This design comes from an exercise in tuning for small area, a short achievable clock period and few clock cycles per item on the open sky130 flow, not from production work. RTL that was checked went through simulation tests only; none was proved equivalent to the original. No functional check of the RTL was part of runs 1, 2, 6 and 7. Power is estimated from default activity; no workload was simulated.

==> flow/config.mk <==
export PLATFORM = sky130hd
export DESIGN_NAME = sensor_min_max_block_average
export DESIGN_NICKNAME = sensor_min_max_block_average
export VERILOG_FILES = /design/flow/design.v
export SDC_FILE = /design/flow/constraint.sdc
export NUM_CORES = 4
export LEC_CHECK = 0
export CAP_MARGIN = 20
export CORE_MARGIN = 2
export CORE_UTILIZATION = 40
export SLEW_MARGIN = 20
==> flow/constraint.sdc <==
create_clock -name core_clock -period 7.0 [get_ports {clock}]
set_input_delay 1.4000 -clock core_clock [delete_from_list [all_inputs] [get_ports {clock}]]
set_output_delay 1.4000 -clock core_clock [all_outputs]
set_load 0.01 [all_outputs]
==> flow/design.v <==
package smmba_pkg;
   localparam int GAS_W        = 16;
   localparam int TEMP_W       = 12;
   localparam int HUMIN_W      = 10;
   localparam int HUMID_W      = 7;
   localparam int SLOT_W       = 5;
   localparam int BYTE_W       = 8;
   localparam int POS_W        = 9;
   localparam int ACC_W        = 13;
   localparam int RECENT_DEPTH = 32;
   localparam logic [GAS_W-1:0]         GAS_MIN_RESET   = 16'd5000;
   localparam logic signed [TEMP_W-1:0] TEMP_MIN_RESET  = 12'sd1000;
   localparam logic [HUMID_W-1:0]       HUMID_MIN_RESET = 7'd100;
   localparam logic [7:0] HUMID_RECIP  = 8'd205;
   localparam int         HUMID_SHIFT  = 11;
   localparam int         HUMID_PROD_W = HUMIN_W + 8;
endpackage
module sensor_min_max_block_average (
   input  logic                                clock,
   input  logic                                reset,
   input  logic                                req_valid,
   output logic                                req_ready,
   input  logic [smmba_pkg::SLOT_W-1:0]        req_sample_slot,
   input  logic [smmba_pkg::GAS_W-1:0]         req_gas_ppm,
   input  logic signed [smmba_pkg::TEMP_W-1:0] req_temperature,
   input  logic [smmba_pkg::HUMIN_W-1:0]       req_humidity,
   output logic                                rsp_valid,
   input  logic                                rsp_ready,
   output logic [smmba_pkg::GAS_W-1:0]         rsp_gas_max,
   output logic [smmba_pkg::GAS_W-1:0]         rsp_gas_min,
   output logic signed [smmba_pkg::TEMP_W-1:0] rsp_temp_max,
   output logic signed [smmba_pkg::TEMP_W-1:0] rsp_temp_min,
   output logic [smmba_pkg::HUMID_W-1:0]       rsp_humid_max,
   output logic [smmba_pkg::HUMID_W-1:0]       rsp_humid_min,
   output logic                                rsp_average_valid,
   output logic [smmba_pkg::BYTE_W-1:0]        rsp_average_value,
   output logic [smmba_pkg::POS_W-1:0]         rsp_history_position
);
   localparam int SLOT_W = smmba_pkg::SLOT_W;
   localparam int BYTE_W = smmba_pkg::BYTE_W;
   localparam int ACC_W  = smmba_pkg::ACC_W;
   function automatic logic [5:0] div5_hi(input logic [4:0] g);
      begin
         case (g)
         5'd0: div5_hi = 6'd0;
         5'd1: div5_hi = 6'd1;
         5'd2: div5_hi = 6'd2;
         5'd3: div5_hi = 6'd3;
         5'd4: div5_hi = 6'd4;
         5'd5: div5_hi = 6'd8;
         5'd6: div5_hi = 6'd9;
         5'd7: div5_hi = 6'd10;
         5'd8: div5_hi = 6'd11;
         5'd9: div5_hi = 6'd12;
         5'd10: div5_hi = 6'd16;
         5'd11: div5_hi = 6'd17;
         5'd12: div5_hi = 6'd18;
         5'd13: div5_hi = 6'd19;
         5'd14: div5_hi = 6'd20;
         5'd15: div5_hi = 6'd24;
         5'd16: div5_hi = 6'd25;
         5'd17: div5_hi = 6'd26;
         5'd18: div5_hi = 6'd27;
         5'd19: div5_hi = 6'd28;
         5'd20: div5_hi = 6'd32;
         5'd21: div5_hi = 6'd33;
         5'd22: div5_hi = 6'd34;
         5'd23: div5_hi = 6'd35;
         5'd24: div5_hi = 6'd36;
         5'd25: div5_hi = 6'd40;
         5'd26: div5_hi = 6'd41;
         5'd27: div5_hi = 6'd42;
         5'd28: div5_hi = 6'd43;
         5'd29: div5_hi = 6'd44;
         5'd30: div5_hi = 6'd48;
         5'd31: div5_hi = 6'd49;
         default: div5_hi = 6'bxxxxxx;
         endcase
      end
   endfunction
   function automatic logic [3:0] div5_lo(input logic [2:0] r, input logic [3:0] g);
      begin
         case ({r, g})
         7'd0: div5_lo = 4'd0;
         7'd1: div5_lo = 4'd0;
         7'd2: div5_lo = 4'd0;
         7'd3: div5_lo = 4'd0;
         7'd4: div5_lo = 4'd0;
         7'd5: div5_lo = 4'd1;
         7'd6: div5_lo = 4'd1;
         7'd7: div5_lo = 4'd1;
         7'd8: div5_lo = 4'd1;
         7'd9: div5_lo = 4'd1;
         7'd10: div5_lo = 4'd2;
         7'd11: div5_lo = 4'd2;
         7'd12: div5_lo = 4'd2;
         7'd13: div5_lo = 4'd2;
         7'd14: div5_lo = 4'd2;
         7'd15: div5_lo = 4'd3;
         7'd16: div5_lo = 4'd3;
         7'd17: div5_lo = 4'd3;
         7'd18: div5_lo = 4'd3;
         7'd19: div5_lo = 4'd3;
         7'd20: div5_lo = 4'd4;
         7'd21: div5_lo = 4'd4;
         7'd22: div5_lo = 4'd4;
         7'd23: div5_lo = 4'd4;
         7'd24: div5_lo = 4'd4;
         7'd25: div5_lo = 4'd5;
         7'd26: div5_lo = 4'd5;
         7'd27: div5_lo = 4'd5;
         7'd28: div5_lo = 4'd5;
         7'd29: div5_lo = 4'd5;
         7'd30: div5_lo = 4'd6;
         7'd31: div5_lo = 4'd6;
         7'd32: div5_lo = 4'd6;
         7'd33: div5_lo = 4'd6;
         7'd34: div5_lo = 4'd6;
         7'd35: div5_lo = 4'd7;
         7'd36: div5_lo = 4'd7;
         7'd37: div5_lo = 4'd7;
         7'd38: div5_lo = 4'd7;
         7'd39: div5_lo = 4'd7;
         7'd40: div5_lo = 4'd8;
         7'd41: div5_lo = 4'd8;
         7'd42: div5_lo = 4'd8;
         7'd43: div5_lo = 4'd8;
         7'd44: div5_lo = 4'd8;
         7'd45: div5_lo = 4'd9;
         7'd46: div5_lo = 4'd9;
         7'd47: div5_lo = 4'd9;
         7'd48: div5_lo = 4'd9;
         7'd49: div5_lo = 4'd9;
         7'd50: div5_lo = 4'd10;
         7'd51: div5_lo = 4'd10;
         7'd52: div5_lo = 4'd10;
         7'd53: div5_lo = 4'd10;
         7'd54: div5_lo = 4'd10;
         7'd55: div5_lo = 4'd11;
         7'd56: div5_lo = 4'd11;
         7'd57: div5_lo = 4'd11;
         7'd58: div5_lo = 4'd11;
         7'd59: div5_lo = 4'd11;
         7'd60: div5_lo = 4'd12;
         7'd61: div5_lo = 4'd12;
         7'd62: div5_lo = 4'd12;
         7'd63: div5_lo = 4'd12;
         7'd64: div5_lo = 4'd12;
         7'd65: div5_lo = 4'd13;
         7'd66: div5_lo = 4'd13;
         7'd67: div5_lo = 4'd13;
         7'd68: div5_lo = 4'd13;
         7'd69: div5_lo = 4'd13;
         7'd70: div5_lo = 4'd14;
         7'd71: div5_lo = 4'd14;
         7'd72: div5_lo = 4'd14;
         7'd73: div5_lo = 4'd14;
         7'd74: div5_lo = 4'd14;
         7'd75: div5_lo = 4'd15;
         7'd76: div5_lo = 4'd15;
         7'd77: div5_lo = 4'd15;
         7'd78: div5_lo = 4'd15;
         7'd79: div5_lo = 4'd15;
         default: div5_lo = 4'bxxxx;
         endcase
      end
   endfunction
   logic                                 out_valid;
   logic [smmba_pkg::GAS_W-1:0]          max_gas, min_gas;
   logic signed [smmba_pkg::TEMP_W-1:0]  max_temp, min_temp;
   logic [smmba_pkg::HUMID_W-1:0]        max_humid, min_humid;
   logic [BYTE_W-1:0]                    recent [smmba_pkg::RECENT_DEPTH];
   logic [ACC_W-1:0]                     rest_sum;
   logic [BYTE_W-1:0]                    pend_new, pend_old;
   logic                                 pend_valid;
   logic [BYTE_W-1:0]                    avg_value;
   logic                                 avg_valid;
   logic [smmba_pkg::POS_W-1:0]          position;
   logic                                 take;
   logic                                 slot_zero;
   logic [5:0]                           pct_hi;
   logic [3:0]                           pct_lo;
   logic [smmba_pkg::HUMID_W-1:0]        humid_pct;
   logic [BYTE_W-1:0]                    new_byte;
   logic [BYTE_W-1:0]                    old_byte;
   logic [ACC_W-1:0]                     rest_sum_in;
   logic [ACC_W-1:0]                     block_sum;
   logic [smmba_pkg::HUMIN_W:0]          humid_above;
   logic [smmba_pkg::HUMIN_W:0]          humid_below;
   assign req_ready = !out_valid || rsp_ready;
   assign take      = req_valid && req_ready;
   assign pct_hi    = div5_hi(req_humidity[9:5]);
   assign pct_lo    = div5_lo(pct_hi[2:0], req_humidity[4:1]);
   assign humid_pct = {pct_hi[5:3], pct_lo};
   assign slot_zero = (req_sample_slot == '0);
   assign new_byte  = req_gas_ppm[BYTE_W+SLOT_W-1:SLOT_W];
   assign old_byte  = recent[req_sample_slot];
   assign humid_above = {max_humid, 3'b000} + {2'b00, max_humid, 1'b0} + 11'd10;
   assign humid_below = {min_humid, 3'b000} + {2'b00, min_humid, 1'b0};
   assign rest_sum_in = pend_valid ? rest_sum + ACC_W'(pend_new) - ACC_W'(pend_old) : rest_sum;
   assign block_sum   = rest_sum_in + ACC_W'(new_byte);
   always_ff @(posedge clock) begin
      if (reset) begin
         out_valid <= 1'b0;
      end else if (take) begin
         out_valid <= 1'b1;
      end else if (rsp_ready) begin
         out_valid <= 1'b0;
      end
   end
   always_ff @(posedge clock) begin
      if (reset) begin
         max_gas   <= '0;
         min_gas   <= smmba_pkg::GAS_MIN_RESET;
         max_temp  <= '0;
         min_temp  <= smmba_pkg::TEMP_MIN_RESET;
         max_humid <= '0;
         min_humid <= smmba_pkg::HUMID_MIN_RESET;
         avg_valid <= 1'b0;
         avg_value <= '0;
         position  <= '1;
      end else if (take) begin
         if (req_gas_ppm > max_gas)       max_gas   <= req_gas_ppm;
         if (req_gas_ppm < min_gas)       min_gas   <= req_gas_ppm;
         if (req_temperature > max_temp)  max_temp  <= req_temperature;
         if (req_temperature < min_temp)  min_temp  <= req_temperature;
         if (11'(req_humidity) >= humid_above) max_humid <= humid_pct;
         if (11'(req_humidity) < humid_below)  min_humid <= humid_pct;
         avg_valid <= slot_zero;
         avg_value <= slot_zero ? block_sum[ACC_W-1:SLOT_W] : '0;
         if (slot_zero) position <= position + 1'b1;
      end
   end
   always_ff @(posedge clock) begin
      if (reset) begin
         rest_sum   <= '0;
         pend_valid <= 1'b0;
      end else begin
         rest_sum   <= rest_sum_in;
         pend_valid <= take && !slot_zero;
      end
   end
   always_ff @(posedge clock) begin
      pend_new <= new_byte;
      pend_old <= old_byte;
   end
   always_ff @(posedge clock) begin
      for (int i = 0; i < smmba_pkg::RECENT_DEPTH; i++) begin
         if (reset) begin
            recent[i] <= '0;
         end else if (take && req_sample_slot == SLOT_W'(i)) begin
            recent[i] <= new_byte;
         end
      end
   end
   assign rsp_valid            = out_valid;
   assign rsp_gas_max          = max_gas;
   assign rsp_gas_min          = min_gas;
   assign rsp_temp_max         = max_temp;
   assign rsp_temp_min         = min_temp;
   assign rsp_humid_max        = max_humid;
   assign rsp_humid_min        = min_humid;
   assign rsp_average_valid    = avg_valid;
   assign rsp_average_value    = avg_value;
   assign rsp_history_position = avg_valid ? position : '0;
endmodule
==> flow/run.sh <==
#!/bin/bash
# synth_recipe.tcl (not shown) runs the flow's synth.tcl, then flattens the netlist and writes it again
# the make line also repeats each setting of config.mk as NAME=value (left out here)
make -C /OpenROAD-flow-scripts/flow DESIGN_CONFIG=/design/flow/config.mk WORK_HOME=/design/flow/orfs CLKGATE_MAP_FILE= SYNTH_SCRIPT=/design/flow/synth_recipe.tcl finish
==> run_results.csv, run 1 <==
group,metric,value,unit
detailed_routing,via_per_inst,5.71,
detailed_routing,first_iter_violations,1850,
yosys,synth_most_common_cell,"nand2_1",
power_and_ir_drop,p_int,3970,uW
grt,grt_util_met1,0.357,
worst_setup_path,crit_path_max_fanout,4,
sta,tns,0,ps
yosys,ys_async_sr_fraction,0,
yosys,synth_seq_area_share,0.403,
worst_setup_path,reg2regPathDepth,18,
grt,grt_pass1_wl,95.8,mm
sta,fin_skew,27.4,ps
floorplanning,start_util,0.403,
status,status,"finished clean",
yosys,synth.cell_area,18600,um2
sta,period_share,0.599,
yosys,synth_common_cells,"629 x nand2_1, 375 x dfxtp_1, 328 x a21oi_1",
power_and_ir_drop,combPwrFrac,0.197,
clocking,h-tree-depth,2,
floorplanning,pin_count,137,
worst_setup_path,slowest_delay,550,ps
worst_setup_path,endpoint_kind,"flip-flop",
sta,slew_headroom,0.215,
clocking,postCtsResizedCells,0,
sta,finalSetupViolations,0,
sta,drv_slew,0,
worst_hold_path,holdCritPathClass,"flip-flop to flip-flop",
power_and_ir_drop,swShare,0.296,
yosys,synth_top_area_frac,0.403,
cells_and_area,regArea,7510,um2
worst_setup_path,reg2reg_from,"rest_sum[1]",
grt,grt_use_met3,0.0476,
yosys,synthFlopType,"dfxtp_1",
worst_setup_path,reg2reg_to,"avg_value[5]",
yosys,yosysWarnings,2,
detailed_routing,wl_per_cell,20.4,um
grt,grtUsageMet2,0.401,
detailed_routing,wirelength,63.1,mm
sta,rsz0062_at_grt,"no",
clocking,clockBufferDepth,3,
clocking,insertion_delay,580,ps
sta,max_freq,238,MHz
floorplanning,die_h,220,um
sta,hold_viol,0,
floorplanning,rows,79,
clocking,clk_pin_slew,60,ps
yosys,yosysUniqueCellTypes,76,
clocking,ctsHoldBuffers,0,
yosys,synthTopCellsByArea,"dfxtp_1 40%, nand2_1 13%, a21oi_1 8.8%",
sta,whs,449,ps
worst_setup_path,path_cells,"inv_1 > fa_1 > inv_1 > ha_1 > a211o_1 > a211oi_2 > nor2_1 > a21oi_1 > nand2_1 > o21ai_0 > ha_1 > and3_1 > a211oi_1 > o21ai_0 > nand2b_1 > nor2_1 > xnor2_1 > a32o_1",
worst_setup_path,start_kind,"flip-flop",
detailed_routing,drc_errors,0,
grt,grt_max_degree,179,
place,io_buffers,135,
power_and_ir_drop,p_seq_frac,0.403,
clocking,numCtsBuffers,42,
sta,period_needed,4200,ps
cells_and_area,nets,2618,
grt,grt_pass1_vias,16199,
grt,grt_busiest_layer,"met2",
grt,antenna_found_initial,2,
clocking,root_buffer,"clkbuf_16",
yosys,ys_seq_elements,375,
clocking,cts_sinks,375,
power_and_ir_drop,finalPower,5640,uW
place,hpwl,43.1,mm
cells_and_area,multi_input_area,10200,um2
floorplanning,dieWidth,220,um
cells_and_area,fill_cells,4476,
detailed_routing,via_count,17625,
worst_setup_path,required,7450,ps
clocking,cts_tree,"done",
yosys,syn_nets,2533,
place,place_congestion,0.915,
worst_setup_path,crit_end,"avg_value[5]",
worst_setup_path,critPathTopFamily,"compound AO/OA/AOI/OAI gates",
power_and_ir_drop,clock_power_share,0.400,
grt,overflow,0,
power_and_ir_drop,power.static_leakage,0.00796,uW
detailed_routing,dr.pass1.iters,6,
grt,track_usage,0.257,
power_and_ir_drop,ir_worst_vdd,0.000184,V
cells_and_area,area_delta_synth_final,17.2,%
worst_setup_path,cp_slowest_cell,"fa_1",
flow_run,maxCapViolCount,0,
yosys,yosys.area.top_type,"dfxtp_1",
floorplanning,dieArea,48300,um2
worst_setup_path,path_depth,18,
yosys,synth_edf_count,0,
worst_setup_path,ff2ff_setup_slack,2800,ps
cells_and_area,drive_gt1_frac,0.0572,
detailed_routing,ant_nets,0,
power_and_ir_drop,p_per_area,258,nW/um2
yosys,synthCells,2363,
worst_setup_path,critPathBufInv,2,
worst_setup_path,crit_type,"flip-flop to flip-flop",
sta,worst_slew_pin_slew,1170,ps
worst_setup_path,cp.arrival,4640,ps
clocking,post_cts_buffers,0,
worst_setup_path,startpoint,"rest_sum[1]",
floorplanning,core_area,46300,um2
yosys,syn_avg_cell_area,7.88,um2
cells_and_area,insertedDiodeCount,0,
power_and_ir_drop,power.switching,1670,uW
[worst register-to-register path: stages, from the launching register on]
cell and delay [ps]:
dfxtp_1 300, inv_1 60, fa_1 550, inv_1 70, ha_1 310, a211o_1 310
a211oi_2 290, nor2_1 100, a21oi_1 130, nand2_1 70, o21ai_0 160, ha_1 320
and3_1 210, a211oi_1 350, o21ai_0 240, nand2b_1 180, nor2_1 70, xnor2_1 140
a32o_1 220
[power by group through the flow]
stage / Clock (uW) / Combinational, uW / Sequential, uW
2_1_floorplan: 0 / 754 / 2320
3_3_place_gp: 0 / 1070 / 2320
6_report: 2250 / 1110 / 2270
3_5_place_dp: 0 / 1100 / 2320
5_1_grt: 2370 / 1240 / 2280
4_1_cts: 2280 / 1110 / 2270
[metal layers]
layer  vias up  part of all wire  wire length, um
met2       701              0.44            27500
li1       8377                 -                -
met4         2             0.031             1990
met5         -           0.00017               11
met3       121             0.086             5430
met1      8424              0.45            28200
[worst min path at each step]
stage	startpoint	endpoint	slack, ps	cells past startpoint
floorplan	recent[10][4]	recent[10][4]	440	2
global placement	recent[7][5]	recent[7][5]	440	2
detailed placement	avg_value[1]	avg_value[1]	450	2
CTS	avg_value[0]	avg_value[0]	450	2
global route	recent[17][7]	recent[17][7]	470	2
finish	avg_value[0]	avg_value[0]	450	2
[sequential cells by signal, indices dropped and copies added, names as in the netlist, 7 cells and up]
signal	flops
min_gas	16
pend_new	8
pend_old	8
position	9
max_temp	12
recent	256
min_humid	7
max_gas	16
max_humid	7
min_temp	12
avg_value	8
rest_sum	13
[kinds of logic after synthesis]
logic type / count (synthesis) / share of synthesized area
flops: 375 / 0.403
fa+ha+maj: 124 / 0.0868
simple gates: 933 / 0.213
mux: 42 / 0.0242
buf+inv: 236 / 0.0501
compound gates: 624 / 0.209
xor+xnor: 29 / 0.0136
[cell usage in the layout, fill, tap and decap left out, types with 11 or more instances in the layout]
cell / n
nand2_1: 628
dfxtp_1: 375
a21oi_1: 327
clkdlybuf4s50_1: 126
inv_1: 119
ha_1: 114
nor2_1: 94
o21ai_0: 59
nand3_1: 47
nor3_1: 47
a22oi_1: 43
a221oi_1: 43
clkbuf_16: 43
a22o_1: 42
mux2i_1: 39
nand4_1: 28
a21o_1: 22
and2_1: 19
buf_4: 19
xnor2_1: 17
clkinv_2: 14
a31oi_1: 12
nand2b_1: 12
xor2_1: 12
o21a_1: 11
[area by class of cell]
class | instances | share of cell area
clock buffers | 60 | 0.0564
clock inverters | 18 | 0.00745
inverters | 120 | 0.0207
multi-input cells | 1752 | 0.468
flip-flops and latches | 375 | 0.344
well taps | 607 | 0.0348
repair buffers | 157 | 0.0683
[through the flow]
| step | worst slack, ps | instances | utilization | cell area (um2) |
|---|---|---|---|---|
| floorplan | 3340 | 2363 | - | 18600 |
| finish | 2800 | 3089 | 0.472 | 21800 |
| global placement | 2510 | 3009 | 0.441 | 20400 |
| CTS | 2780 | 3087 | 0.471 | 21800 |
| detailed placement | 2460 | 3009 | 0.441 | 20400 |
| global route | 2460 | 3089 | 0.472 | 21800 |
==> run 2, diff against run 1 <==
--- a/flow/config.mk
+++ b/flow/config.mk
@@ -8,4 +8,5 @@
 export CAP_MARGIN = 20
 export CORE_MARGIN = 2
 export CORE_UTILIZATION = 40
+export SETUP_SLACK_MARGIN = 3.7
 export SLEW_MARGIN = 20
==> run 2 against run 1 <==
Still clean on timing, DRC and antenna. Sequential power hardly changed. Cell area is 4.9% higher. Non-clock buffer count is 45 higher. Largest power group unchanged.
==> run_results.csv, run 2 <==
group,metric,value,unit
status,status,"finished clean",
yosys,synth_most_common_cell,"nand2_1",
place,hpwl,43.1,mm
clocking,clk_pin_slew,60,ps
floorplanning,dieWidth,220,um
detailed_routing,wl_per_cell,20.7,um
sta,slew_headroom,0.179,
place,place_area,20400,um2
cells_and_area,nets,2667,
clocking,numCtsBuffers,44,
floorplanning,rows,79,
yosys,ys_seq_elements,375,
grt,track_usage,0.262,
worst_setup_path,ff2ff_setup_slack,3340,ps
grt,overflow,0,
power_and_ir_drop,p_per_area,253,nW/um2
cells_and_area,reg_top3,"recent: 256 flops, max_gas: 16 flops, min_gas: 16 flops",
yosys,synth_edf_count,0,
cells_and_area,drive_gt1_frac,0.117,
yosys,synthFlopType,"dfxtp_1",
detailed_routing,ant_nets,0,
sta,rsz0062_at_grt,"yes",
grt,grt_max_degree,205,
cells_and_area,area_delta_synth_final,23.0,%
sta,hold_viol,0,
sta,max_freq,273,MHz
sta,tns,0,ps
clocking,ctsHoldBuffers,0,
clocking,cts_tree,"done",
worst_setup_path,crit_type,"flip-flop to flip-flop",
power_and_ir_drop,power.static_leakage,0.00835,uW
clocking,insertion_delay,580,ps
place,pre_cts_ws,2450,ps
floorplanning,die_h,220,um
worst_setup_path,start_kind,"flip-flop",
worst_setup_path,reg2reg_from,"rest_sum[1]",
cells_and_area,finalInstanceArea,22900,um2
yosys,yosysUniqueCellTypes,76,
sta,finalSetupViolations,0,
worst_setup_path,reg2regPathDepth,19,
worst_setup_path,cp.arrival,4100,ps
clocking,clockBufferDepth,3,
detailed_routing,drc_errors,0,
floorplanning,pin_count,137,
worst_hold_path,whs_endpoint,"recent[21][5]",
grt,grt_pass1_vias,16512,
yosys,syn_avg_cell_area,7.88,um2
detailed_routing,via_per_inst,5.74,
worst_hold_path,holdCritPathClass,"flip-flop to flip-flop",
yosys,synthTopCellsByArea,"dfxtp_1 40%, nand2_1 13%, a21oi_1 8.8%",
clocking,cts_sinks,375,
yosys,yosys.area.top_type,"dfxtp_1",
yosys,ys_async_sr_fraction,0,
floorplanning,start_util,0.403,
floorplanning,core_area,46300,um2
detailed_routing,wirelength,64.9,mm
cells_and_area,regMostFlops,"recent",
power_and_ir_drop,ir_worst_vdd,0.000161,V
worst_hold_path,worstHoldStart,"recent[21][5]",
cells_and_area,insertedDiodeCount,0,
cells_and_area,final_cell_mix,"624 x nand2_1, 367 x dfxtp_1, 318 x a21oi_1",
yosys,synthCells,2363,
detailed_routing,first_iter_violations,1965,
worst_setup_path,required,7440,ps
cells_and_area,final_common_cell,"nand2_1",
cells_and_area,fin_util,0.495,
sta,period_needed,3660,ps
yosys,synth_seq_area_share,0.403,
yosys,syn_nets,2533,
place,place_congestion,0.930,
worst_setup_path,reg2reg_to,"avg_value[5]",
grt,antenna_found_initial,0,
flow_run,maxCapViolCount,0,
clocking,h-tree-depth,2,
detailed_routing,via_count,17988,
sta,fin_skew,33.9,ps
yosys,synth.cell_area,18600,um2
yosys,synth_common_cells,"629 x nand2_1, 375 x dfxtp_1, 328 x a21oi_1",
sta,period_share,0.522,
sta,drv_slew,0,
yosys,yosysWarnings,2,
yosys,synth_top_area_frac,0.403,
worst_setup_path,crit_path_max_fanout,3,
floorplanning,dieArea,48300,um2
cells_and_area,largest_reg_flops,256,
worst_hold_path,min_path_cells,2,
place,io_buffers,135,
detailed_routing,dr.pass1.iters,5,
worst_setup_path,endpoint_kind,"flip-flop",
sta,worst_slew_pin_slew,1220,ps
clocking,root_buffer,"clkbuf_16",
sta,whs,453,ps
sta,postLayoutSetupSlackWorst,3340,ps
grt,grt_pass1_wl,97.4,mm
[run 2: changes by cell type in the layout (fill, tap and decap cells not counted), sizes merged, moves of 2 or more]
cell	change
clkdlybuf4s50	-16
buf	+50
clkinv	-7
clkdlybuf4s15	+2
clkbuf	+6
dlygate4sd2	+3
dlymetal6s2s	+5
[run 2: where the power goes]
part | total [uW] | switching [uW] | internal, uW
Combinational | 1250 | 711 | 538
Clock | 2270 | 931 | 1340
Sequential | 2280 | 69.9 | 2210
[run 2: worst max-delay path by stage]
| stage | startpoint | end | slack (ps) | cells after the start |
|---|---|---|---|---|
| 3_3_place_gp | req_sample_slot[1] | pend_old[2] | 2470 | 7 |
| 3_5_place_dp | req_sample_slot[1] | pend_old[2] | 2450 | 7 |
| 5_1_grt | rest_sum[1] | avg_value[5] | 3160 | 19 |
| 4_1_cts | pend_new[1] | avg_value[7] | 3330 | 18 |
| 6_report | rest_sum[1] | avg_value[5] | 3340 | 19 |
| 2_1_floorplan | pend_old[1] | avg_value[5] | 3590 | 17 |
[run 2: cells by family after synthesis]
family                   after synthesis  share of synthesized area
XOR/XNOR                              29                     0.0136
adder cells (fa/ha/maj)              124                     0.0868
buffers and inverters                236                     0.0501
AO/OA/AOI/OAI                        624                      0.209
flip-flops                           375                      0.403
multiplexers                          42                     0.0242
AND/OR/NAND/NOR                      933                      0.213
[run 2: layout make-up]
type	count	area (um2)
inverters	120	457
clock buffers	65	1240
flip-flops and latches	375	7530
repair buffers	202	1910
well taps	607	759
fillers	4390	23400
clock inverters	12	156
multi-input cells	1754	10900
[run 2: worst max-delay path: stages (launching register included)]
cell and delay [ps]:
dfxtp_2 320, inv_2 40, fa_1 510, inv_2 60
ha_4 210, a211o_1 320, a211oi_2 270, nor2_1 90
o21ai_1 120, nand2b_1 80, xnor2_1 150, mux2i_1 110
ha_1 360, buf_6 140, a21oi_4 120, o21ai_2 90
nand2b_1 130, nor2_2 60, xnor2_1 140, a32o_2 230
[run 2: routing by layer]
layer	routed length, um	vias to the layer above	share of wire	global-route usage
li1	-	8477	-	-
met1	28200	8591	0.43	0.361
met2	28900	770	0.44	0.407
met3	5450	148	0.084	0.0455
met4	2350	2	0.036	0.0998
met5	24	-	0.00037	0
[run 2: per-stage QoR]
step / cells / total power, uW
finish: 3135 / 5790
global placement: 3006 / 3400
global route: 3135 / 6050
floorplan: 2363 / 3080
CTS: 3122 / 5760
detailed placement: 3006 / 3430
[run 2: what timing repair did]
item / CTS / global route
setup endpoints to repair: 280 / 159
hold endpoints to repair: 0 / 0
gates resized for setup: 118 / 69
setup buffers: 37 / 12
pin swaps: 34 / 40
gates cloned: 2 / 0
==> run 3, diff against run 2 <==
--- a/flow/design.v
+++ b/flow/design.v
@@ -165,6 +165,40 @@
          endcase
       end
    endfunction
+   function automatic logic [2*smmba_pkg::ACC_W-1:0] csa(input logic [smmba_pkg::ACC_W-1:0] a,
+                                                          input logic [smmba_pkg::ACC_W-1:0] b,
+                                                          input logic [smmba_pkg::ACC_W-1:0] c,
+                                                          input logic                       cin);
+      logic [smmba_pkg::ACC_W-1:0] sm;
+      logic [smmba_pkg::ACC_W-1:0] cy;
+      begin
+         sm  = a ^ b ^ c;
+         cy  = (a & b) | (a & c) | (b & c);
+         csa = {sm, cy[smmba_pkg::ACC_W-2:0], cin};
+      end
+   endfunction
+   function automatic logic [smmba_pkg::ACC_W-1:0] ks_add(input logic [smmba_pkg::ACC_W-1:0] a,
+                                                          input logic [smmba_pkg::ACC_W-1:0] b);
+      logic [smmba_pkg::ACC_W-1:0] g;
+      logic [smmba_pkg::ACC_W-1:0] p;
+      logic [smmba_pkg::ACC_W-1:0] gn;
+      logic [smmba_pkg::ACC_W-1:0] pn;
+      begin
+         g = a & b;
+         p = a ^ b;
+         for (int d = 1; d < smmba_pkg::ACC_W; d = d * 2) begin
+            gn = g;
+            pn = p;
+            for (int i = d; i < smmba_pkg::ACC_W; i++) begin
+               gn[i] = g[i] | (p[i] & g[i-d]);
+               pn[i] = p[i] & p[i-d];
+            end
+            g = gn;
+            p = pn;
+         end
+         ks_add = (a ^ b) ^ {g[smmba_pkg::ACC_W-2:0], 1'b0};
+      end
+   endfunction
    logic                                 out_valid;
    logic [smmba_pkg::GAS_W-1:0]          max_gas, min_gas;
    logic signed [smmba_pkg::TEMP_W-1:0]  max_temp, min_temp;
@@ -185,6 +219,10 @@
    logic [BYTE_W-1:0]                    old_byte;
    logic [ACC_W-1:0]                     rest_sum_in;
    logic [ACC_W-1:0]                     block_sum;
+   logic [ACC_W-1:0]                     pend_add;
+   logic [ACC_W-1:0]                     pend_sub;
+   logic [2*ACC_W-1:0]                   rest_cs;
+   logic [2*ACC_W-1:0]                   block_cs;
    logic [smmba_pkg::HUMIN_W:0]          humid_above;
    logic [smmba_pkg::HUMIN_W:0]          humid_below;
    assign req_ready = !out_valid || rsp_ready;
@@ -197,8 +235,12 @@
    assign old_byte  = recent[req_sample_slot];
    assign humid_above = {max_humid, 3'b000} + {2'b00, max_humid, 1'b0} + 11'd10;
    assign humid_below = {min_humid, 3'b000} + {2'b00, min_humid, 1'b0};
-   assign rest_sum_in = pend_valid ? rest_sum + ACC_W'(pend_new) - ACC_W'(pend_old) : rest_sum;
-   assign block_sum   = rest_sum_in + ACC_W'(new_byte);
+   assign pend_add    = ACC_W'(pend_new & {BYTE_W{pend_valid}});
+   assign pend_sub    = ~(ACC_W'(pend_old & {BYTE_W{pend_valid}}));
+   assign rest_cs     = csa(rest_sum, pend_add, pend_sub, 1'b1);
+   assign block_cs    = csa(rest_cs[2*ACC_W-1:ACC_W], rest_cs[ACC_W-1:0], ACC_W'(new_byte), 1'b0);
+   assign rest_sum_in = ks_add(rest_cs[2*ACC_W-1:ACC_W], rest_cs[ACC_W-1:0]);
+   assign block_sum   = ks_add(block_cs[2*ACC_W-1:ACC_W], block_cs[ACC_W-1:0]);
    always_ff @(posedge clock) begin
       if (reset) begin
          out_valid <= 1'b0;
==> run 3 against run 2 <==
Still clean on timing, DRC and antenna. Sequential power barely moved. Worst hold slack better by 1.3 ps. Synthesized area is 3.6% higher. Die area grew 3.6%. Clock skew decreased by 11 ps. Fmax rose by 11%. Cell count increased by 0.22%. Utilization shrank 0.78 points. Register-to-register slack better by 480 ps. Largest power group unchanged.
==> run_results.csv, run 3 <==
group,metric,value,unit
cells_and_area,nets,2679,
status,status,"finished clean",
power_and_ir_drop,p_seq_frac,0.354,
floorplanning,die_h,224,um
grt,overflow,0,
detailed_routing,wl_met3,5.55,mm
grt,grt_pass1_wl,99.3,mm
yosys,syn_avg_cell_area,8.03,um2
grt,track_usage,0.255,
worst_setup_path,crit_type,"primary input to output pin",
clocking,cts_tree,"done",
flow_run,maxCapViolCount,0,
sta,hold_viol,0,
power_and_ir_drop,power.switching,2060,uW
clocking,cts_sinks,375,
yosys,synth_most_common_cell,"nand2_1",
power_and_ir_drop,ir_worst_vdd,0.000181,V
cells_and_area,largest_reg_flops,256,
detailed_routing,wl_per_cell,20.8,um
power_and_ir_drop,swShare,0.317,
cells_and_area,insertedDiodeCount,0,
floorplanning,start_util,0.405,
yosys,synth_top_area_frac,0.389,
yosys,yosysWarnings,2,
detailed_routing,top_layer,"met5",
worst_setup_path,startpoint,"rsp_ready",
cells_and_area,area_delta_synth_final,20.3,%
detailed_routing,via_count,18281,
detailed_routing,via_per_inst,5.82,
place,io_buffers,135,
floorplanning,dieWidth,224,um
clocking,h-tree-depth,2,
yosys,synth_seq_area_share,0.389,
grt,antenna_found_initial,2,
detailed_routing,wl_met1,27.3,mm
cells_and_area,fin_util,0.487,
sta,tns,0,ps
worst_hold_path,holdCritPathClass,"flip-flop to flip-flop",
worst_setup_path,path_cells,"dlygate4sd2_1 > nand2b_4 > buf_6",
yosys,synthCells,2403,
detailed_routing,dr.pass1.iters,7,
worst_setup_path,critPathTopFamily,"buffers and inverters",
power_and_ir_drop,power.static_leakage,0.00864,uW
power_and_ir_drop,clock_power_share,0.355,
yosys,synth_common_cells,"415 x nand2_1, 375 x dfxtp_1, 303 x a21oi_1",
detailed_routing,ant_nets,0,
worst_setup_path,cp.arrival,1880,ps
place,hpwl,42.1,mm
detailed_routing,wirelength,65.4,mm
worst_setup_path,endpoint_kind,"output pin",
worst_setup_path,crit_path_max_fanout,2,
yosys,yosysUniqueCellTypes,72,
place,pre_cts_ws,2030,ps
place,place_congestion,0.914,
sta,rsz0062_at_grt,"yes",
yosys,synth_edf_count,0,
clocking,clockBufferDepth,3,
clocking,insertion_delay,580,ps
yosys,ys_seq_elements,375,
sta,worst_slew_pin_slew,1020,ps
power_and_ir_drop,combPwrFrac,0.292,
worst_hold_path,worstHoldStart,"recent[8][3]",
power_and_ir_drop,p_int,4440,uW
worst_setup_path,reg2reg_from,"max_humid[1]",
sta,drv_slew,0,
yosys,syn_nets,2584,
floorplanning,rows,80,
sta,fin_skew,22.6,ps
cells_and_area,final_cell_mix,"410 x nand2_1, 369 x dfxtp_1, 298 x a21oi_1",
clocking,clk_pin_slew,60,ps
grt,grt_max_degree,213,
worst_setup_path,required,5600,ps
yosys,synthFlopType,"dfxtp_1",
sta,max_freq,305,MHz
clocking,root_buffer,"clkbuf_16",
clocking,numCtsBuffers,44,
sta,period_share,0.469,
floorplanning,pin_count,137,
worst_setup_path,start_kind,"primary input",
floorplanning,core_area,47600,um2
detailed_routing,drc_errors,0,
yosys,synth.cell_area,19300,um2
power_and_ir_drop,p_per_area,280,nW/um2
sta,slew_headroom,0.322,
yosys,ys_async_sr_fraction,0,
sta,finalSetupViolations,0,
yosys,yosys.area.top_type,"dfxtp_1",
sta,postLayoutSetupSlackWorst,3720,ps
sta,period_needed,3280,ps
worst_setup_path,slowest_delay,230,ps
floorplanning,dieArea,50000,um2
yosys,synthTopCellsByArea,"dfxtp_1 39%, nand2_1 8.1%, a21oi_1 7.9%",
cells_and_area,reg_top3,"recent: 256 flops, max_gas: 16 flops, min_gas: 16 flops",
worst_setup_path,critPathBufInv,2,
cells_and_area,regMostFlops,"recent",
detailed_routing,first_iter_violations,1990,
cells_and_area,drive_gt1_frac,0.0989,
clocking,ctsHoldBuffers,0,
cells_and_area,final_common_cell,"nand2_1",
worst_setup_path,cp_slowest_cell,"dlygate4sd2_1",
grt,grt_pass1_vias,17220,
detailed_routing,met2_length,30.5,mm
[run 3: cell types whose count changed in the layout (fill, tap and decap cells not counted), sizes merged, moves of 8 or more]
cell     delta
a21oi      -28
nor2b      +11
mux2i      +20
nor3       -28
nand2     -216
nand3     +215
buf         +8
a22oi      -15
o31ai      +11
o21ai      -29
o2111ai    +12
fa         +11
nor2       +17
[run 3: worst register-to-register path, cell delays in order (launching register included)]
cell and delay (ps):
dfxtp_4 370, ha_4 250, ha_4 250, and3b_1 180, o21a_1 210, or2_2 330
ha_4 280, o211ai_1 80, a21oi_1 150, a211oi_1 90, o21ai_2 250, o2111ai_4 250
buf_4 230, nand3_1 80, o31ai_2 80
[run 3: power by group through the flow]
| stage | Clock [uW] | Combinational, uW | Sequential, uW |
|---|---|---|---|
| 2_1_floorplan | 0 | 1310 | 2340 |
| 5_1_grt | 2430 | 2110 | 2310 |
| 4_1_cts | 2340 | 1820 | 2300 |
| 3_5_place_dp | 0 | 1770 | 2340 |
| 6_report | 2300 | 1890 | 2300 |
| 3_3_place_gp | 0 | 1710 | 2340 |
[run 3: layer usage]
layer	GRT usage	up-vias
met5	0	-
met2	0.419	768
met3	0.0585	128
met1	0.329	8735
li1	-	8648
met4	0.0854	2
[run 3: cell families after synthesis]
kind of cell,count (synthesis),share of synthesized area
compound gates,577,0.190
xor+xnor,33,0.0150
fa+ha+maj,136,0.0958
buf+inv,286,0.0591
flops,375,0.389
mux,63,0.0343
simple gates,933,0.217
[run 3: final timing paths]
check,endpoint,slack (ps),cells past startpoint
worst max-delay path,req_ready,3720,3
worst min register to register,recent[8][3],450,2
worst max register to register,max_humid[0],3820,14
worst min-delay path,recent[8][3],450,2
[run 3: final cells by class]
| cell class | count | area (um2) |
|---|---|---|
| clock buffer | 64 | 1280 |
| clock inverter | 11 | 148 |
| fill | 4541 | 24400 |
| inverter | 121 | 457 |
| multi-input combinational | 1745 | 11000 |
| sequential | 375 | 7520 |
| tap | 615 | 769 |
| timing repair buffer | 211 | 1990 |
[run 3: what timing repair did]
item                       CTS  global route
setup buffers               13            14
gates cloned                 4             0
pin swaps                   11            18
gates resized for setup     99            67
setup endpoints to repair  336            78
[run 3: per-stage QoR]
step | power (uW) | hold slack (ps) | area (um2) | instances
after global placement | 4050 | 441 | 21100 | 3036
final | 6500 | 454 | 23200 | 3142
after floorplan | 3650 | 432 | 19400 | 2403
after CTS | 6460 | 454 | 22900 | 3128
after detailed placement | 4110 | 446 | 21100 | 3036
after global routing | 6840 | 464 | 23200 | 3142
Testbench counts of run 3, summed over its fixed seeds: cycles 16,392, items 16,384.
==> run 4, diff against run 3 <==
--- a/flow/config.mk
+++ b/flow/config.mk
@@ -8,5 +8,6 @@
 export CAP_MARGIN = 20
 export CORE_MARGIN = 2
 export CORE_UTILIZATION = 40
-export SETUP_SLACK_MARGIN = 3.7
+export SETUP_SLACK_MARGIN = 4.0
 export SLEW_MARGIN = 20
+export TNS_END_PERCENT = 0
==> run 4 against run 3 <==
Worst setup slack got worse by 47 ps. Largest cell class unchanged. Via count is 0.33% higher. Still clean. Flip-flop and latch count unchanged.
==> run_results.csv, run 4 <==
group,metric,value,unit
status,status,"finished clean",
worst_hold_path,whs_endpoint,"recent[4][4]",
grt,antenna_found_initial,1,
worst_hold_path,min_path_cells,2,
yosys,synth_common_cells,"415 x nand2_1, 375 x dfxtp_1, 303 x a21oi_1",
sta,hold_viol,0,
clocking,root_buffer,"clkbuf_16",
flow_run,maxCapViolCount,0,
place,place_area,21100,um2
clocking,cts_tree,"done",
clocking,ctsHoldBuffers,0,
yosys,ys_seq_elements,375,
sta,drv_slew,0,
cells_and_area,area_delta_synth_final,20.9,%
power_and_ir_drop,p_per_area,276,nW/um2
yosys,ys_async_sr_fraction,0,
sta,rsz0062_at_grt,"yes",
worst_setup_path,cp_slowest_cell,"a221oi_1",
worst_setup_path,ff2ff_setup_slack,3800,ps
cells_and_area,regMostFlops,"recent",
cells_and_area,drive_gt1_frac,0.102,
sta,period_share,0.475,
cells_and_area,nets,2681,
worst_hold_path,holdCritPathClass,"flip-flop to flip-flop",
clocking,clockBufferDepth,3,
worst_setup_path,crit_type,"primary input to flip-flop",
floorplanning,die_h,224,um
floorplanning,start_util,0.405,
clocking,numCtsBuffers,43,
worst_setup_path,path_common_cell,"buf_4",
yosys,synth_most_common_cell,"nand2_1",
place,io_buffers,135,
grt,track_usage,0.255,
worst_setup_path,reg2reg_to,"max_humid[4]",
yosys,synth_seq_area_share,0.389,
floorplanning,core_area,47600,um2
detailed_routing,ant_nets,0,
worst_setup_path,reg2regPathDepth,15,
detailed_routing,drc_errors,0,
detailed_routing,top_layer,"met5",
floorplanning,rows,80,
floorplanning,dieWidth,224,um
yosys,synthCells,2403,
grt,grt_max_degree,200,
place,hpwl,42.3,mm
place,place_congestion,0.885,
clocking,h-tree-depth,2,
worst_setup_path,start_kind,"primary input",
cells_and_area,reg_top3,"recent: 256 flops, max_gas: 16 flops, min_gas: 16 flops",
yosys,syn_nets,2584,
detailed_routing,via_count,18341,
sta,worst_slew_pin_slew,1020,ps
yosys,synthTopCellsByArea,"dfxtp_1 39%, nand2_1 8.1%, a21oi_1 7.9%",
worst_setup_path,slowest_delay,360,ps
detailed_routing,dr.pass1.iters,6,
floorplanning,dieArea,50000,um2
cells_and_area,insertedDiodeCount,0,
worst_setup_path,reg2reg_from,"max_humid[1]",
detailed_routing,met2_length,30.0,mm
detailed_routing,wirelength,65.6,mm
clocking,cts_sinks,375,
yosys,yosysUniqueCellTypes,72,
floorplanning,pin_count,137,
yosys,synthFlopType,"dfxtp_1",
cells_and_area,fill_cells,4529,
sta,period_needed,3330,ps
yosys,synth_edf_count,0,
sta,max_freq,301,MHz
cells_and_area,largest_reg_flops,256,
grt,grt_pass1_wl,99.9,mm
worst_setup_path,crit_path_max_fanout,10,
worst_setup_path,required,7450,ps
worst_setup_path,path_cells,"dlygate4sd2_1 > buf_12 > clkinvlp_4 > nand2_4 > buf_4 > nor2_1 > buf_4 > a22o_1 > a221oi_1 > nand4_1 > o22a_1",
cells_and_area,finalInstanceArea,23300,um2
yosys,synth_top_area_frac,0.389,
yosys,synth.cell_area,19300,um2
detailed_routing,wl_met1,27.6,mm
clocking,insertion_delay,570,ps
sta,finalSetupViolations,0,
yosys,yosysWarnings,2,
power_and_ir_drop,ir_worst_vdd,0.000149,V
sta,fin_skew,16.6,ps
worst_hold_path,worstHoldStart,"recent[4][4]",
detailed_routing,via_per_inst,5.83,
grt,grt_pass1_vias,17226,
cells_and_area,final_cell_mix,"404 x nand2_1, 367 x dfxtp_1, 299 x a21oi_1",
worst_setup_path,cp.arrival,3780,ps
clocking,clk_pin_slew,60,ps
cells_and_area,final_common_cell,"nand2_1",
detailed_routing,wl_per_cell,20.9,um
detailed_routing,wl_met3,5.37,mm
worst_setup_path,endpoint_kind,"flip-flop",
detailed_routing,first_iter_violations,1798,
power_and_ir_drop,power.static_leakage,0.00871,uW
grt,overflow,0,
yosys,yosys.area.top_type,"dfxtp_1",
yosys,syn_avg_cell_area,8.03,um2
sta,slew_headroom,0.321,
sta,tns,0,ps
## run 4: changes by cell type in the layout (fill, tap and decap cells not counted), sizes merged, moves of 2 or more
cell,change
clkinv,+4
bufbuf,+2
clkdlybuf4s15,+4
clkbuf,-10
## run 4: how the worst max path moves through the flow
stage | start | end | cells after the start
after floorplan | req_gas_ppm[8] | avg_value[7] | 13
after global placement | req_sample_slot[3] | recent[14][3] | 7
after detailed placement | req_sample_slot[3] | recent[14][7] | 7
after CTS | req_sample_slot[4] | pend_old[0] | 11
after global routing | max_humid[1] | max_humid[5] | 16
final | req_sample_slot[4] | pend_old[6] | 11
## run 4: stage by stage
stage	total power, uW	std cells	setup slack [ps]	hold WS [ps]	utilization
2_1_floorplan	3650	2403	3570	432	-
3_3_place_gp	4040	3039	2320	440	0.443
3_5_place_dp	4100	3039	2270	444	0.443
4_1_cts	6390	3133	3750	454	0.485
5_1_grt	6800	3144	3620	471	0.490
6_report	6440	3144	3670	452	0.490
## run 4: logic make-up (layout without fill, tap and decap cells)
group / count (synthesis) / after routing / synth area share
and+or+nand+nor: 933 / 935 / 0.217
AOI/OAI and AO/OA: 577 / 578 / 0.190
xor gates and xnor gates: 33 / 33 / 0.0150
buffers and inverters: 286 / 409 / 0.0591
muxes: 63 / 63 / 0.0343
adders and majority gates: 136 / 136 / 0.0958
DFF: 375 / 375 / 0.389
## run 4: area by class of cell
class | count | area [um2] | share of cell area
Timing Repair Buffer | 214 | 2170 | 0.0930
Multi-Input combinational cell | 1745 | 11000 | 0.474
Clock inverter | 16 | 161 | 0.00692
Clock buffer | 58 | 1190 | 0.0511
Inverter | 121 | 460 | 0.0197
Tap cell | 615 | 769 | 0.0330
Sequential cell | 375 | 7530 | 0.323
## run 4: per-layer routing
layer | vias to the layer above | global-route usage
met1 | 8809 | 0.338
met4 | 2 | 0.115
met3 | 147 | 0.0468
met5 | - | 0
met2 | 731 | 0.405
li1 | 8652 | -
## run 4: critical path: cells and delay by family
family / cells / cell delay [ps]
AND/OR/NAND/NOR: 3 / 550
AO/OA/AOI/OAI: 3 / 840
buffers and inverters: 5 / 990
## run 4: where the power goes
| part | switching, uW | internal [uW] |
|---|---|---|
| combinational | 1060 | 859 |
| clock | 921 | 1300 |
| sequential | 72.4 | 2230 |
| total | 2050 | 4390 |
## run 4: what timing repair did
action / in CTS / in global routing
endpoints found under the setup margin: 375 / 347
cloned: 5 / 2
resized for setup: 132 / 42
pin swaps: 10 / 13
setup buffers: 15 / 9
==> run 5, diff against run 4 <==
--- a/flow/config.mk
+++ b/flow/config.mk
@@ -10,4 +10,3 @@
 export CORE_UTILIZATION = 40
 export SETUP_SLACK_MARGIN = 4.0
 export SLEW_MARGIN = 20
-export TNS_END_PERCENT = 0
==> run 5 against run 4 <==
Largest cell class unchanged. Highest routed layer unchanged. Combinational power up 23%. Global-route usage increased by 0.65 points. Via count up 2.1%. Critical endpoint is now req_ready. Total power grew 11%.
==> run_results.csv, run 5 <==
group,metric,value,unit
grt,grt_pass1_wl,102,mm
grt,antenna_found_initial,2,
worst_setup_path,start_kind,"primary input",
sta,max_freq,319,MHz
worst_setup_path,crit_path_max_fanout,2,
yosys,synth_most_common_cell,"nand2_1",
yosys,syn_avg_cell_area,8.03,um2
clocking,cts_tree,"done",
yosys,syn_nets,2584,
worst_setup_path,required,5600,ps
power_and_ir_drop,p_per_area,294,nW/um2
detailed_routing,wirelength,68.1,mm
detailed_routing,via_count,18728,
sta,slew_headroom,0.371,
detailed_routing,ant_nets,0,
clocking,cts_sinks,375,
cells_and_area,drive_gt1_frac,0.150,
yosys,synth_seq_area_share,0.389,
yosys,synth_common_cells,"415 x nand2_1, 375 x dfxtp_1, 303 x a21oi_1",
yosys,synthFlopType,"dfxtp_1",
detailed_routing,via_per_inst,5.88,
clocking,insertion_delay,590,ps
sta,worst_slew_pin_slew,936,ps
yosys,yosys.area.top_type,"dfxtp_1",
clocking,root_buffer,"clkbuf_16",
grt,grt_pass1_vias,17512,
detailed_routing,wl_per_cell,21.4,um
worst_setup_path,crit_type,"primary input to output pin",
yosys,yosysUniqueCellTypes,72,
sta,whs,440,ps
cells_and_area,nets,2714,
yosys,ys_async_sr_fraction,0,
sta,period_share,0.448,
yosys,synth_top_area_frac,0.389,
place,place_congestion,0.893,
flow_run,maxCapViolCount,0,
clocking,clk_pin_slew,60,ps
worst_hold_path,holdCritPathClass,"flip-flop to flip-flop",
grt,overflow,0,
sta,rsz0062_at_grt,"yes",
cells_and_area,final_common_cell,"nand2_1",
grt,grt_max_degree,103,
yosys,yosysWarnings,2,
cells_and_area,area_delta_synth_final,26.1,%
floorplanning,die_h,224,um
floorplanning,pin_count,137,
clocking,h-tree-depth,2,
cells_and_area,final_cell_mix,"400 x nand2_1, 357 x dfxtp_1, 292 x a21oi_1",
floorplanning,start_util,0.405,
clocking,clockBufferDepth,3,
place,pre_cts_ws,2150,ps
sta,hold_viol,0,
place,io_buffers,135,
place,hpwl,43.1,mm
sta,drv_slew,0,
yosys,synth_edf_count,0,
cells_and_area,fin_util,0.511,
worst_setup_path,endpoint_kind,"output pin",
floorplanning,rows,80,
power_and_ir_drop,ir_worst_vdd,0.000186,V
grt,track_usage,0.262,
power_and_ir_drop,power.static_leakage,0.00922,uW
sta,postLayoutSetupSlackWorst,3860,ps
clocking,numCtsBuffers,44,
cells_and_area,regMostFlops,"recent",
sta,period_needed,3140,ps
sta,finalSetupViolations,0,
clocking,ctsHoldBuffers,0,
status,status,"finished clean",
worst_setup_path,cp.arrival,1740,ps
sta,fin_skew,22.2,ps
yosys,synthCells,2403,
floorplanning,dieArea,50000,um2
detailed_routing,dr.pass1.iters,6,
cells_and_area,largest_reg_flops,256,
yosys,synthTopCellsByArea,"dfxtp_1 39%, nand2_1 8.1%, a21oi_1 7.9%",
cells_and_area,reg_top3,"recent: 256 flops, max_gas: 16 flops, min_gas: 16 flops",
floorplanning,dieWidth,224,um
yosys,synth.cell_area,19300,um2
floorplanning,core_area,47600,um2
detailed_routing,drc_errors,0,
sta,tns,0,ps
yosys,ys_seq_elements,375,
detailed_routing,first_iter_violations,1916,
==> run 5: cell counts after synthesis <==
No cell type changed its count.
==> run 5: cells by family (layout without fill, tap and decap cells) <==
| group | Yosys count | count (layout) | synth area share |
|---|---|---|---|
| simple gates | 933 | 936 | 0.217 |
| compound gates | 577 | 580 | 0.190 |
| flops | 375 | 375 | 0.389 |
| buf+inv | 286 | 444 | 0.0591 |
| fa+ha+maj | 136 | 136 | 0.0958 |
| mux | 63 | 63 | 0.0343 |
| xor+xnor | 33 | 33 | 0.0150 |
| other cells | 0 | 1 | 0 |
==> run 5: path summary, 6_finish.rpt <==
check / startpoint / to / slack [ps] / cells after the start
worst max-delay path: rsp_ready / req_ready / 3860 / 3
worst min-delay path: avg_value[6] / avg_value[6] / 440 / 2
worst max register to register: max_humid[2] / max_humid[2] / 3940 / 17
worst min register to register: avg_value[6] / avg_value[6] / 440 / 2
==> run 5: through the flow <==
step	instance area, um2	instances	power (uW)
2_1_floorplan	19500	2403	3700
6_report	24300	3183	7150
3_3_place_gp	21200	3032	4090
5_1_grt	24300	3183	7500
3_5_place_dp	21200	3032	4150
4_1_cts	23800	3158	6890
==> run 5: per-layer routing <==
metal,share of wire,routed length [um],vias up,global-route usage
met5,0.00016,11,-,0
met4,0.033,2270,2,0.0948
met1,0.43,29400,9095,0.356
met3,0.083,5650,128,0.0466
met2,0.45,30700,757,0.416
li1,-,-,8746,-
==> run 5: worst max-delay path, cell delays in order <==
cell and delay [ps]:
buf_6 90, nand2b_4 130, buf_6 120
==> run 5: final cells by class <==
cell class | count | area (um2)
sequential | 375 | 7550
multi-input combinational | 1748 | 11600
fill | 4460 | 23300
timing repair buffer | 243 | 2370
tap | 615 | 769
clock buffer | 60 | 1250
inverter | 121 | 477
antenna | 1 | 2.50
clock inverter | 20 | 312
==> run 5: power by group <==
group | internal, uW | switching, uW | total [uW]
Sequential | 2230 | 72.5 | 2300
Clock | 1520 | 976 | 2500
Combinational | 1090 | 1260 | 2350
==> run 5: what timing repair did <==
action | CTS | global route
gates resized for setup | 225 | 106
buffers inserted | 39 | 23
pin swaps | 45 | 59
cloned | 7 | 1
setup endpoints to repair | 376 | 180
==> run 6, diff against run 5 <==
--- a/flow/design.v
+++ b/flow/design.v
@@ -217,6 +217,7 @@
    logic [smmba_pkg::HUMID_W-1:0]        humid_pct;
    logic [BYTE_W-1:0]                    new_byte;
    logic [BYTE_W-1:0]                    old_byte;
+   logic [BYTE_W-1:0]                    wr_byte;
    logic [ACC_W-1:0]                     rest_sum_in;
    logic [ACC_W-1:0]                     block_sum;
    logic [ACC_W-1:0]                     pend_add;
@@ -286,12 +287,11 @@
       pend_new <= new_byte;
       pend_old <= old_byte;
    end
+   assign wr_byte = new_byte & {BYTE_W{!reset}};
    always_ff @(posedge clock) begin
       for (int i = 0; i < smmba_pkg::RECENT_DEPTH; i++) begin
-         if (reset) begin
-            recent[i] <= '0;
-         end else if (take && req_sample_slot == SLOT_W'(i)) begin
-            recent[i] <= new_byte;
+         if (reset || (take && req_sample_slot == SLOT_W'(i))) begin
+            recent[i] <= wr_byte;
          end
       end
    end
==> run 6 against run 5 <==
Wire length is 18% lower. Global-route usage is 3.2 points lower. Still clean on timing, DRC and antenna. Critical endpoint is now avg_value[7]. Synthesized area down 5.1%. Non-clock buffer count is 8 lower. Cell count fell by 23%. Synthesized cell count is 33% lower. Clock skew is 11 ps lower.
==> run_results.csv, run 6 <==
group,metric,value,unit
cells_and_area,area_delta_synth_final,29.8,%
floorplanning,start_util,0.405,
power_and_ir_drop,p_per_area,311,nW/um2
worst_setup_path,crit_type,"primary input to flip-flop",
worst_setup_path,start_kind,"primary input",
yosys,synthTopCellsByArea,"edfxtp_1 42%, dfxtp_1 13%, ha_1 7.8%",
detailed_routing,via_count,13973,
sta,period_needed,3210,ps
clocking,insertion_delay,580,ps
worst_setup_path,endpoint_kind,"flip-flop",
power_and_ir_drop,finalPower,7390,uW
floorplanning,dieWidth,218,um
grt,grt_pass1_wl,82.5,mm
worst_setup_path,crit_path_max_fanout,5,
clocking,numCtsBuffers,43,
yosys,yosysUniqueCellTypes,77,
clocking,clk_pin_slew,60,ps
sta,slew_headroom,0.480,
place,hpwl,36.2,mm
grt,track_usage,0.230,
yosys,synth_edf_count,256,
sta,max_freq,311,MHz
floorplanning,core_area,45300,um2
detailed_routing,wl_per_cell,22.6,um
yosys,synth_most_common_cell,"edfxtp_1",
worst_setup_path,required,7460,ps
yosys,ys_async_sr_fraction,0,
status,status,"finished clean",
detailed_routing,drc_errors,0,
detailed_routing,dr.pass1.iters,7,
flow_run,maxCapViolCount,0,
yosys,syn_avg_cell_area,11.4,um2
place,place_congestion,0.893,
sta,worst_slew_pin_slew,780,ps
detailed_routing,via_per_inst,5.69,
yosys,synthCells,1605,
floorplanning,dieArea,47500,um2
yosys,yosysWarnings,2,
detailed_routing,first_iter_violations,1391,
cells_and_area,nets,2004,
grt,grt_max_degree,64,
yosys,yosys.area.top_type,"edfxtp_1",
cells_and_area,largest_reg_flops,256,
cells_and_area,drive_gt1_frac,0.228,
yosys,synthFlopType,"edfxtp_1",
yosys,synth_seq_area_share,0.550,
power_and_ir_drop,ir_worst_vdd,0.000214,V
sta,hold_viol,0,
clocking,cts_tree,"done",
sta,rsz0062_at_grt,"yes",
detailed_routing,ant_nets,0,
yosys,syn_nets,1786,
sta,period_share,0.459,
yosys,synth.cell_area,18300,um2
sta,drv_slew,0,
cells_and_area,fin_util,0.525,
place,io_buffers,135,
grt,antenna_found_initial,0,
floorplanning,rows,78,
worst_setup_path,cp.arrival,3670,ps
grt,overflow,0,
cells_and_area,regMostFlops,"recent",
detailed_routing,wirelength,55.5,mm
yosys,synth_common_cells,"256 x edfxtp_1, 137 x nand2_1, 134 x inv_1",
yosys,synth_top_area_frac,0.420,
place,pre_cts_ws,2200,ps
floorplanning,die_h,218,um
clocking,cts_sinks,375,
clocking,clockBufferDepth,3,
cells_and_area,insertedDiodeCount,0,
clocking,root_buffer,"clkbuf_16",
sta,whs,450,ps
cells_and_area,reg_top3,"recent: 256 flops, max_gas: 16 flops, min_gas: 16 flops",
clocking,h-tree-depth,2,
floorplanning,pin_count,137,
cells_and_area,final_common_cell,"edfxtp_1",
sta,tns,0,ps
sta,postLayoutSetupSlackWorst,3790,ps
yosys,ys_seq_elements,375,
sta,fin_skew,11.6,ps
cells_and_area,final_cell_mix,"256 x edfxtp_1, 118 x nand2_1, 113 x inv_1",
grt,grt_pass1_vias,13658,
power_and_ir_drop,power.static_leakage,0.00915,uW
worst_hold_path,holdCritPathClass,"flip-flop to flip-flop",
sta,finalSetupViolations,0,
run 6: cells by family after synthesis:
kind of cell               synth area share
adders and majority gates             0.100
muxes                                0.0388
DFF                                   0.550
and+or+nand+nor                       0.108
buffers and inverters                0.0422
xor gates and xnor gates             0.0143
AOI/OAI and AO/OA                     0.147
run 6: stage by stage:
step / cell area [um2] / std cells
after global routing: 23800 / 2454
after detailed placement: 20700 / 2297
after floorplan: 18700 / 1605
after global placement: 20700 / 2297
after CTS: 23100 / 2420
final: 23800 / 2454
run 6: path summary, 6_finish.rpt:
check                                     start      endpoint  slack, ps  cells after the start
worst max-delay path            req_gas_ppm[11]  avg_value[7]       3790                     10
worst min register to register     avg_value[0]  avg_value[0]        450                      2
worst min-delay path               avg_value[0]  avg_value[0]        450                      2
worst max register to register       pend_valid  avg_value[7]       3820                     13
run 6: power by group:
group | total (uW) | internal [uW] | switching [uW]
registers | 2720 | 2610 | 110
clock network | 2150 | 1210 | 933
logic | 2530 | 1180 | 1350
total | 7390 | 5000 | 2390
run 6: worst max-delay path: stages:
cell and delay (ps):
clkdlybuf4s15_2 280, fa_1 610, ha_4 220, a21o_1 160, a21o_1 210, nor3_2 140
a21oi_2 110, a221oi_2 250, xnor2_1 110, a22o_1 180
run 6: layout make-up:
| cell class | instances | area (um2) |
|---|---|---|
| timing repair buffer | 235 | 2290 |
| fill | 3872 | 21500 |
| clock inverter | 25 | 215 |
| inverter | 135 | 549 |
| tap | 600 | 751 |
| multi-input combinational | 1033 | 8760 |
| clock buffer | 51 | 1110 |
| sequential | 375 | 10100 |
run 6: per-layer routing:
metal  GRT usage  vias up  routed length (um)
met5           0        -                   0
met4      0.0991        0                2180
met3      0.0428      119                4300
met2       0.369      598               25900
met1       0.303     6856               23100
li1            -     6400                   -
run 6: what timing repair did:
action / 4_1_cts / 5_1_grt
gates cloned: 4 / 2
gates resized for setup: 272 / 120
hold buffers: 0 / 0
pin swaps: 39 / 53
setup endpoints to repair: 377 / 249
buffers inserted: 43 / 32
==> run 7, diff against run 6 <==
--- a/flow/config.mk
+++ b/flow/config.mk
@@ -8,5 +8,7 @@
 export CAP_MARGIN = 20
 export CORE_MARGIN = 2
 export CORE_UTILIZATION = 40
+export CTS_CLUSTER_DIAMETER = 100
+export CTS_CLUSTER_SIZE = 30
 export SETUP_SLACK_MARGIN = 4.0
 export SLEW_MARGIN = 20
==> run 7 against run 6 <==
Flip-flop and latch count did not move. Total power fell by 11%. Sequential power barely moved. Non-clock buffer count rose by 28. Wire length fell by 0.76%. Worst hold slack improved by 8.8 ps. Die area did not move. Highest routed layer unchanged.
==> run_results.csv, run 7 <==
group,metric,value,unit
status,status,"finished clean",
sta,rsz0062_at_grt,"yes",
cells_and_area,final_cell_mix,"256 x edfxtp_1, 119 x nand2_1, 118 x inv_1",
clocking,root_buffer,"clkbuf_16",
grt,grt_pass1_vias,13481,
sta,period_needed,3260,ps
grt,grt_max_degree,64,
grt,grt_use_met3,0.0370,
cells_and_area,finalNonFillerCells,2438,
yosys,ys_seq_elements,375,
clocking,cts_sinks,375,
yosys,synth_seq_area_share,0.550,
worst_setup_path,ff2ff_setup_slack,3780,ps
cells_and_area,area_delta_synth_final,27.7,%
sta,period_share,0.466,
sta,hold_viol,0,
worst_setup_path,start_kind,"primary input",
grt,overflow,0,
clocking,cts_tree,"done",
floorplanning,pin_count,137,
place,hpwl,36.2,mm
yosys,synthFlopType,"edfxtp_1",
detailed_routing,drc_errors,0,
yosys,ys_async_sr_fraction,0,
floorplanning,dieWidth,218,um
detailed_routing,wirelength,55.1,mm
sta,fin_skew,49.7,ps
cells_and_area,final_common_cell,"edfxtp_1",
yosys,syn_avg_cell_area,11.4,um2
sta,drv_slew,0,
worst_setup_path,cp.arrival,3700,ps
grt,antenna_found_initial,0,
detailed_routing,wl_per_cell,22.6,um
sta,tns,0,ps
clocking,numCtsBuffers,18,
cells_and_area,drive_gt1_frac,0.232,
grt,track_usage,0.225,
grt,grt_util_met1,0.304,
detailed_routing,dr.pass1.iters,9,
place,dp.cells,2297,
cells_and_area,regMostFlops,"recent",
clocking,h-tree-depth,1,
worst_setup_path,crit_path_max_fanout,5,
flow_run,maxCapViolCount,0,
floorplanning,start_util,0.405,
yosys,synth_top_area_frac,0.420,
yosys,syn_nets,1786,
detailed_routing,first_iter_violations,1384,
place,place_congestion,0.893,
yosys,synth_most_common_cell,"edfxtp_1",
floorplanning,die_h,218,um
worst_hold_path,holdCritPathClass,"flip-flop to flip-flop",
cells_and_area,nets,2007,
worst_setup_path,required,7440,ps
floorplanning,core_area,45300,um2
floorplanning,dieArea,47500,um2
sta,max_freq,307,MHz
yosys,synthCells,1605,
grt,grt_busiest_layer,"met2",
place,io_buffers,135,
yosys,yosys.area.top_type,"edfxtp_1",
detailed_routing,ant_nets,0,
grt,grtUsageMet2,0.370,
grt,grt_pass1_wl,81.8,mm
yosys,yosysUniqueCellTypes,77,
sta,worst_slew_pin_slew,786,ps
yosys,yosysWarnings,2,
sta,finalSetupViolations,0,
cells_and_area,reg_top3,"recent: 256 flops, max_gas: 16 flops, min_gas: 16 flops",
yosys,synth_common_cells,"256 x edfxtp_1, 137 x nand2_1, 134 x inv_1",
yosys,synthTopCellsByArea,"edfxtp_1 42%, dfxtp_1 13%, ha_1 7.8%",
power_and_ir_drop,power.static_leakage,0.00897,uW
cells_and_area,largest_reg_flops,256,
clocking,clockBufferDepth,3,
detailed_routing,via_per_inst,5.71,
clocking,clk_pin_slew,110,ps
worst_setup_path,crit_type,"primary input to flip-flop",
floorplanning,rows,78,
worst_setup_path,endpoint_kind,"flip-flop",
power_and_ir_drop,ir_worst_vdd,0.000184,V
yosys,synth.cell_area,18300,um2
cells_and_area,insertedDiodeCount,0,
sta,slew_headroom,0.476,
detailed_routing,via_count,13924,
clocking,insertion_delay,570,ps
yosys,synth_edf_count,256,
power_and_ir_drop,p_per_area,281,nW/um2
[run 7: cell families after synthesis]
group                    share of synthesized area
AO/OA/AOI/OAI                                0.147
XOR/XNOR                                    0.0143
buffers and inverters                       0.0422
AND/OR/NAND/NOR                              0.108
multiplexers                                0.0388
adder cells (fa/ha/maj)                      0.100
flip-flops                                   0.550
[run 7: final cells by class]
class	count	area, um2
clock buffers	26	500
clock inverters	6	104
fillers	3897	21900
inverters	135	549
multi-input cells	1033	8820
flip-flops and latches	375	10100
well taps	600	751
repair buffers	263	2550
[run 7: worst max-delay path, cell delays in order]
cell and delay (ps):
clkdlybuf4s15_2 280, fa_1 610, ha_4 220, a21o_1 160, a21o_1 180, nor3_2 200, a21oi_2 100, a221oi_2 240
xnor2_1 120, a22o_1 180
[run 7: worst paths after layout]
kind	start	endpoint	depth (start not counted)
max	req_gas_ppm[11]	avg_value[7]	10
min reg2reg	avg_value[0]	avg_value[0]	2
min	avg_value[0]	avg_value[0]	2
max reg2reg	pend_valid	avg_value[7]	13
[run 7: routing by layer]
| layer | part of all wire | vias up |
|---|---|---|
| li1 | - | 6386 |
| met1 | 0.42 | 6861 |
| met2 | 0.47 | 575 |
| met3 | 0.075 | 102 |
| met4 | 0.032 | 0 |
| met5 | 0 | - |
[run 7: per-stage QoR]
step	hold slack (ps)	utilization	power, uW	setup slack (ps)	cell area, um2
floorplan	429	-	4220	3500	18700
global placement	442	0.456	4710	2130	20700
detailed placement	447	0.456	4770	2200	20700
CTS	463	0.496	6230	3780	22500
global route	484	0.517	6960	3640	23400
finish	459	0.517	6590	3740	23400
[run 7: timing repair]
action	4_1_cts	5_1_grt
setup buffers	49	53
endpoints found under the setup margin	374	200
gates cloned	4	3
hold buffers	0	0
pin swaps	38	71
resized for setup	277	132
[run 7: power by group]
group          switching (uW)  internal, uW  total [uW]
combinational            1370          1200        2570
clock                     738           562        1300
sequential                112          2600        2720
total                    2210          4370        6590

[static timing again, ports no longer ideal]
The flow's constraints put no driver on any port. The routed layouts listed below were extracted and timed again, unchanged, in two steps.
Step 1, drivers: a clkbuf_16 drives clock and a buf_2 each remaining input, both assumed.
Step 2, shift: input delay + t, output delay - t, t = (earliest + latest rising clock arrival at the registers) / 2. This alone moves slack from input paths to output paths.
Three values: ideal ports, drivers, drivers and shift; two values: the first two.
run | t, ns | setup slack, ns | latest minus earliest clock arrival (ns) | cell pins on the clock port's net
run 1 | 0.628 | 2.804 / 2.804 / 2.293 | 0.028 / 0.028 | 1
run 2 | 0.627 | 3.343 / 3.343 / 3.179 | 0.037 / 0.037 | 1
run 3 | 0.627 | 3.719 / 3.695 / 3.131 | 0.025 / 0.024 | 1
run 4 | 0.613 | 3.672 / 3.707 / 3.094 | 0.019 / 0.019 | 1
run 5 | 0.637 | 3.862 / 3.831 / 3.301 | 0.028 / 0.027 | 1
run 6 | 0.631 | 3.790 / 3.788 / 3.156 | 0.020 / 0.021 | 1
run 7 | 0.596 | 3.741 / 3.740 / 3.144 | 0.050 / 0.050 | 1
After both steps every run listed still meets setup and hold. The setup slack of run 6, which loses most, moves by -0.002 ns with the drivers and by -0.634 ns with both steps.
